Source: an optimization exercise on an open RTL-to-GDS flow (aim: small area, a short achievable clock period and few clock cycles per item). Production flows keep margins and buffers that such runs may drop. Only simulation tests tie the RTL to the original design; equivalence was not proved. No activity file was given, so power comes from the tool's default toggle rates.

== job 105 ==
==> flow/design.v (excerpt) <==
module linear_chirp_period_generator #(
  parameter int TIMER_CLOCK_HZ = 168000000,
  parameter int STEP_US        = 10
) (
  input  logic                          clk,
  input  logic                          rst_n,
  input  logic                          cfg_we,
  input  lcpg_pkg::cfg_idx_t            cfg_index,
  input  logic [lcpg_pkg::FREQ_W-1:0]   cfg_data,
  input  logic                          in_valid,
  output logic                          in_stall,
  input  logic                          in_restart,
  output logic                          out_valid,
  input  logic                          out_stall,
  output logic [lcpg_pkg::RELOAD_W-1:0] out_reload_value,
  output logic [lcpg_pkg::RELOAD_W-2:0] out_compare_value,
  output logic [lcpg_pkg::IDX_W-1:0]    out_step_number,
  output logic                          out_last_step
);
For scale: ~5000 cells after synthesis, about 78 I/O pins.
Settings: LEC_CHECK=0, CAP_MARGIN=20, CORE_MARGIN=2, CORE_UTILIZATION=40, SLEW_MARGIN=20; clock period 7.0 ns.
run.sh (not shown) runs the stock make flow with config.mk's settings and CLKGATE_MAP_FILE= SYNTH_SCRIPT=/design/flow/synth_recipe.tcl, a recipe that flattens the netlist after the stock synthesis.
Job 105 completed end to end with timing, DRC and antenna clean.
Testbench counts of job 105, summed over its fixed seeds: cycles 4,800, items 2,688.
Setup changes, job 105 to job 104
--- a/flow/design.v
+++ b/flow/design.v
@@ -148,25 +148,25 @@
   input  logic                          in_restart,
   output logic                          out_valid,
   input  logic                          out_stall,
   output logic [lcpg_pkg::RELOAD_W-1:0] out_reload_value,
   output logic [lcpg_pkg::RELOAD_W-2:0] out_compare_value,
   output logic [lcpg_pkg::IDX_W-1:0]    out_step_number,
   output logic                          out_last_step
 );
   localparam int NQ   = 16;
   localparam int CK_W = $clog2(TIMER_CLOCK_HZ + 1);
   localparam logic [CK_W-1:0] CK = CK_W'(TIMER_CLOCK_HZ);
-  localparam logic [NQ-1:0] CUT_K = 16'h7FFE;
-  localparam int SB   = 1;
-  localparam int SQ   = 13;
+  localparam logic [NQ-1:0] CUT_K = 16'h2AAA;
+  localparam int SB   = 2;
+  localparam int SQ   = 14;
   localparam int SU_N = (SQ + SB - 1) / SB;
   localparam int G_W  = DUR_W;
   function automatic int rem_w(input int i);
     rem_w = FREQ_W;
     for (int b = FREQ_W; b >= 1; b--) begin
       if ((TIMER_CLOCK_HZ >> i) < (1 << b)) rem_w = b;
     end
   endfunction
   logic [FREQ_W-1:0] start_freq_r;
   logic [FREQ_W-1:0] stop_freq_r;
   logic [DUR_W-1:0]  duration_r;
Notes after the runs:
Summary of job 104 over job 105: power dissipated in the clock network down about 40%, met2 routed wirelength shows a reduction of 910 um, final wirelength went up 1.4%.
In the reports for job 104 and job 105, the smaller stage delay of the slowest cell on the critical path belongs to job 104.
Job 104 has fraction of power consumed by the clock network below what job 105 had.
Compared with job 105, job 104 shows a area of the placeable core that is 13% lower.
Looking at cell count, job 104 sits below job 105.
Testbench counts of job 104, summed over its fixed seeds: cycles 3,968, items 2,688.

linear_chirp_period_generator, a different RTL version from the one above (not shown whole).
For scale: ~800 flip-flops, about 78 I/O pins, ~56000 um^2 of cells after synthesis.
## linear_chirp_period_generator
module linear_chirp_period_generator #(
  parameter int TIMER_CLOCK_HZ = 168000000,
  parameter int STEP_US        = 10
) (
  input  logic                          clk,
  input  logic                          rst_n,
  input  logic                          cfg_we,
  input  lcpg_pkg::cfg_idx_t            cfg_index,
  input  logic [lcpg_pkg::FREQ_W-1:0]   cfg_data,
  input  logic                          in_valid,
  output logic                          in_stall,
  input  logic                          in_restart,
  output logic                          out_valid,
  input  logic                          out_stall,
  output logic [lcpg_pkg::RELOAD_W-1:0] out_reload_value,
  output logic [lcpg_pkg::RELOAD_W-2:0] out_compare_value,
  output logic [lcpg_pkg::IDX_W-1:0]    out_step_number,
  output logic                          out_last_step
);
clock: 7.0 ns
lec_check: 0
cap_margin: 20
core_margin: 2
core_utilization: 40
setup_slack_margin: 3.5
slew_margin: 20
Testbench counts at the start, summed over its fixed seeds: cycles 4,032, items 2,688.
Edit:
--- a/flow/design.v
+++ b/flow/design.v
@@ -153,12 +153,13 @@
   endfunction
   logic [FREQ_W-1:0] start_freq_r;
   logic [FREQ_W-1:0] stop_freq_r;
   logic [DUR_W-1:0]  duration_r;
   logic              su_busy_r;
   logic [4:0]        su_cnt_r;
+  logic [IDX_W-1:0]  i_r;            
   logic [FREQ_W-1:0] x_r;            
   logic [F3_W-1:0]   x3_r;           
   logic [G_W+1:0]    d3_r;           
   logic [FREQ_W-1:0] lo_r;           
   logic [F3_W-1:0]   lo3_r;          
   logic [FREQ_W-1:0] hi_r;           
@@ -174,14 +175,12 @@
   logic              o_l_r, k_l_r;
   logic              k_z_r;
   logic [IDX_W-1:0]  step_r;         
   logic              consume;
   logic              in_accept;
   logic              ring_r;
-  logic [2:0]        ring_cnt_r;     
-  logic              ring_head;
   logic              recirc;
   logic              ex_write, o_free, ok_full;
   logic [IDX_W-1:0]  step_inc;
   logic [IDX_W-1:0]  cur_i;
   logic              s_gt_p;
   logic [FREQ_W-1:0] s_lo, p_lo, s_hi, p_hi;
@@ -213,14 +212,15 @@
     end
   end
   always_ff @(posedge clk) begin
     lo_r  <= lo_c;
     lo3_r <= F3_W'(lo_r) * F3_W'(3);
     hi_r <= hi_c;
-    x_r  <= FREQ_W'(cur_i) * FREQ_W'(STEP_US);
-    x3_r <= F3_W'(cur_i) * F3_W'(3 * STEP_US);
+    i_r  <= cur_i;
+    x_r  <= FREQ_W'(i_r) * FREQ_W'(STEP_US);
+    x3_r <= F3_W'(x_r) * F3_W'(3);
     d3_r <= (G_W+2)'(duration_r) * (G_W+2)'(3);
   end
   assign step_inc = step_r + IDX_W'(1);
   assign cur_i    = z_r ? '0 : step_inc;
   logic [G_W+2:0]    sd_t;
   logic [G_W+2:0]    sd_d1, sd_d2, sd_d3;
@@ -339,19 +339,21 @@
   logic [FREQ_W-1:0] dv_f  [0:ND];
   logic [F3_W-1:0]   dv_f3 [0:ND];
   logic [NQ-1:0]     dv_q  [0:ND];
   logic              dv_v  [0:ND];
   logic              dv_z  [0:ND];
   logic              dv_l  [0:ND];
+  logic              dv_h  [0:ND];
   assign dv_r[0]  = FREQ_W'(TIMER_CLOCK_HZ >> NQ);
   assign dv_q[0]  = '0;
   assign dv_f[0]  = recirc ? dv_f[ND] : f_b;
   assign dv_f3[0] = recirc ? dv_f3[ND] : f3_b;
   assign dv_v[0]  = recirc || consume;
   assign dv_z[0]  = recirc ? dv_z[ND] : zero_b;
   assign dv_l[0]  = recirc ? dv_l[ND] : last_b;
+  assign dv_h[0]  = recirc && (!ring_r || dv_h[ND]);
   genvar k;
   generate
     for (k = 0; k < ND; k++) begin : g_stage
       localparam int BI = NQ - 1 - 2 * k;
       localparam int RW = rem_w(BI - 1);
       logic [F3_W-1:0]   t;
@@ -377,13 +379,13 @@
       end
       if (k < ND - 1) begin : g_reg
         logic [FREQ_W-1:0] r_q;
         logic [FREQ_W-1:0] f_q;
         logic [F3_W-1:0]   f3_q;
         logic [NQ-1:0]     q_q;
-        logic              v_q, z_q, l_q;
+        logic              v_q, z_q, l_q, h_q;
         always_ff @(posedge clk) begin
           if (!rst_n) begin
             v_q <= 1'b0;
           end else begin
             v_q <= dv_v[k];
           end
@@ -392,51 +394,46 @@
           r_q  <= rn;
           f_q  <= dv_f[k];
           f3_q <= dv_f3[k];
           q_q  <= qn;
           z_q  <= dv_z[k];
           l_q  <= dv_l[k];
+          h_q  <= dv_h[k];
         end
         assign dv_r[k+1]  = r_q;
         assign dv_f[k+1]  = f_q;
         assign dv_f3[k+1] = f3_q;
         assign dv_q[k+1]  = q_q;
         assign dv_v[k+1]  = v_q;
         assign dv_z[k+1]  = z_q;
         assign dv_l[k+1]  = l_q;
+        assign dv_h[k+1]  = h_q;
       end else begin : g_wire
         assign dv_r[k+1]  = rn;
         assign dv_f[k+1]  = dv_f[k];
         assign dv_f3[k+1] = dv_f3[k];
         assign dv_q[k+1]  = qn;
         assign dv_v[k+1]  = dv_v[k];
         assign dv_z[k+1]  = dv_z[k];
         assign dv_l[k+1]  = dv_l[k];
+        assign dv_h[k+1]  = dv_h[k];
       end
     end
   endgenerate
-  assign ok_full   = o_v_r && k_v_r;
-  assign ring_head = ring_r && (ring_cnt_r == 3'd0);
-  assign recirc    = dv_v[ND] && (ok_full || (ring_r && !ring_head));
-  assign ex_write  = dv_v[ND] && !recirc;
+  assign ok_full  = o_v_r && k_v_r;
+  assign recirc   = dv_v[ND] && (ok_full || (ring_r && !dv_h[ND]));
+  assign ex_write = dv_v[ND] && !recirc;
   always_ff @(posedge clk) begin
     if (!rst_n) begin
       ring_r <= 1'b0;
     end else if (ring_r) begin
-      if (ring_head && !ok_full) ring_r <= 1'b0;
+      if (dv_v[ND] && dv_h[ND] && !ok_full) ring_r <= 1'b0;
     end else begin
       ring_r <= recirc;
     end
   end
-  always_ff @(posedge clk) begin
-    if (recirc && (!ring_r || ring_head)) begin
-      ring_cnt_r <= 3'(ND - 2);
-    end else begin
-      ring_cnt_r <= ring_cnt_r - 3'd1;
-    end
-  end
   logic              o_load;
   logic              k_load;
   logic              src_z;
   assign o_free = !o_v_r || !out_stall;
   assign o_load = o_free && (k_v_r || ex_write);
   assign k_load = ex_write && !(o_free && !k_v_r);
=>
- The changed run produced a clean layout
- clock-buffer cell count grows by 14
- die area hardly moves
- sequential share of layout area goes up by 1.6 points
- cell count went down by a few percent
- sequential power goes up slightly
- via count goes down slightly
- register-to-register slack improved by 0.50 ns
- wire length hardly moves
- total power went down by a few percent
- combinational power drops by a few percent
- final area decreases by a few percent
Testbench counts after the change, summed over its fixed seeds: cycles 4,032, items 2,688.

-- separate check: timing with driven ports --
How much do the figures lean on ideal ports? The routed layouts below were timed once more, with nothing changed but the port constraints. Step 1 sets driving cells, clkbuf_16 on the clock port and buf_2 on the other inputs (assumed; they add their load-dependent delay and slew). Step 2 adds t to the input delays and takes it off the output delays; t is the mean of the earliest and latest rising clock arrival at the registers after step 1. Input paths then give back, and output paths get back, about the clock's delay inside the block. a / b / c = no drivers / after step 1 / after step 2; a / b = the first two.
run | t, ns | setup WS [ns] | hold WS [ns] | pins driven straight from the clock port
job 105 | 0.763 | 0.487 / 0.487 / 0.487 | 0.285 / 0.285 / 0.285 | 1
job 104 | 0.722 | 0.304 / 0.304 / 0.304 | 0.293 / 0.293 / 0.293 | 1
the first run of note 2 | 0.784 | 2.986 / 2.986 / 2.986 | 0.293 / 0.293 / 0.293 | 1
the second run of note 2 | 0.782 | 3.487 / 3.487 / 2.955 | 0.302 / 0.302 / 0.302 | 1
After both steps every run listed still meets setup and hold. The setup slack of the second run of note 2, which loses most, moves by 0.000 ns with the drivers and by -0.532 ns with both steps.
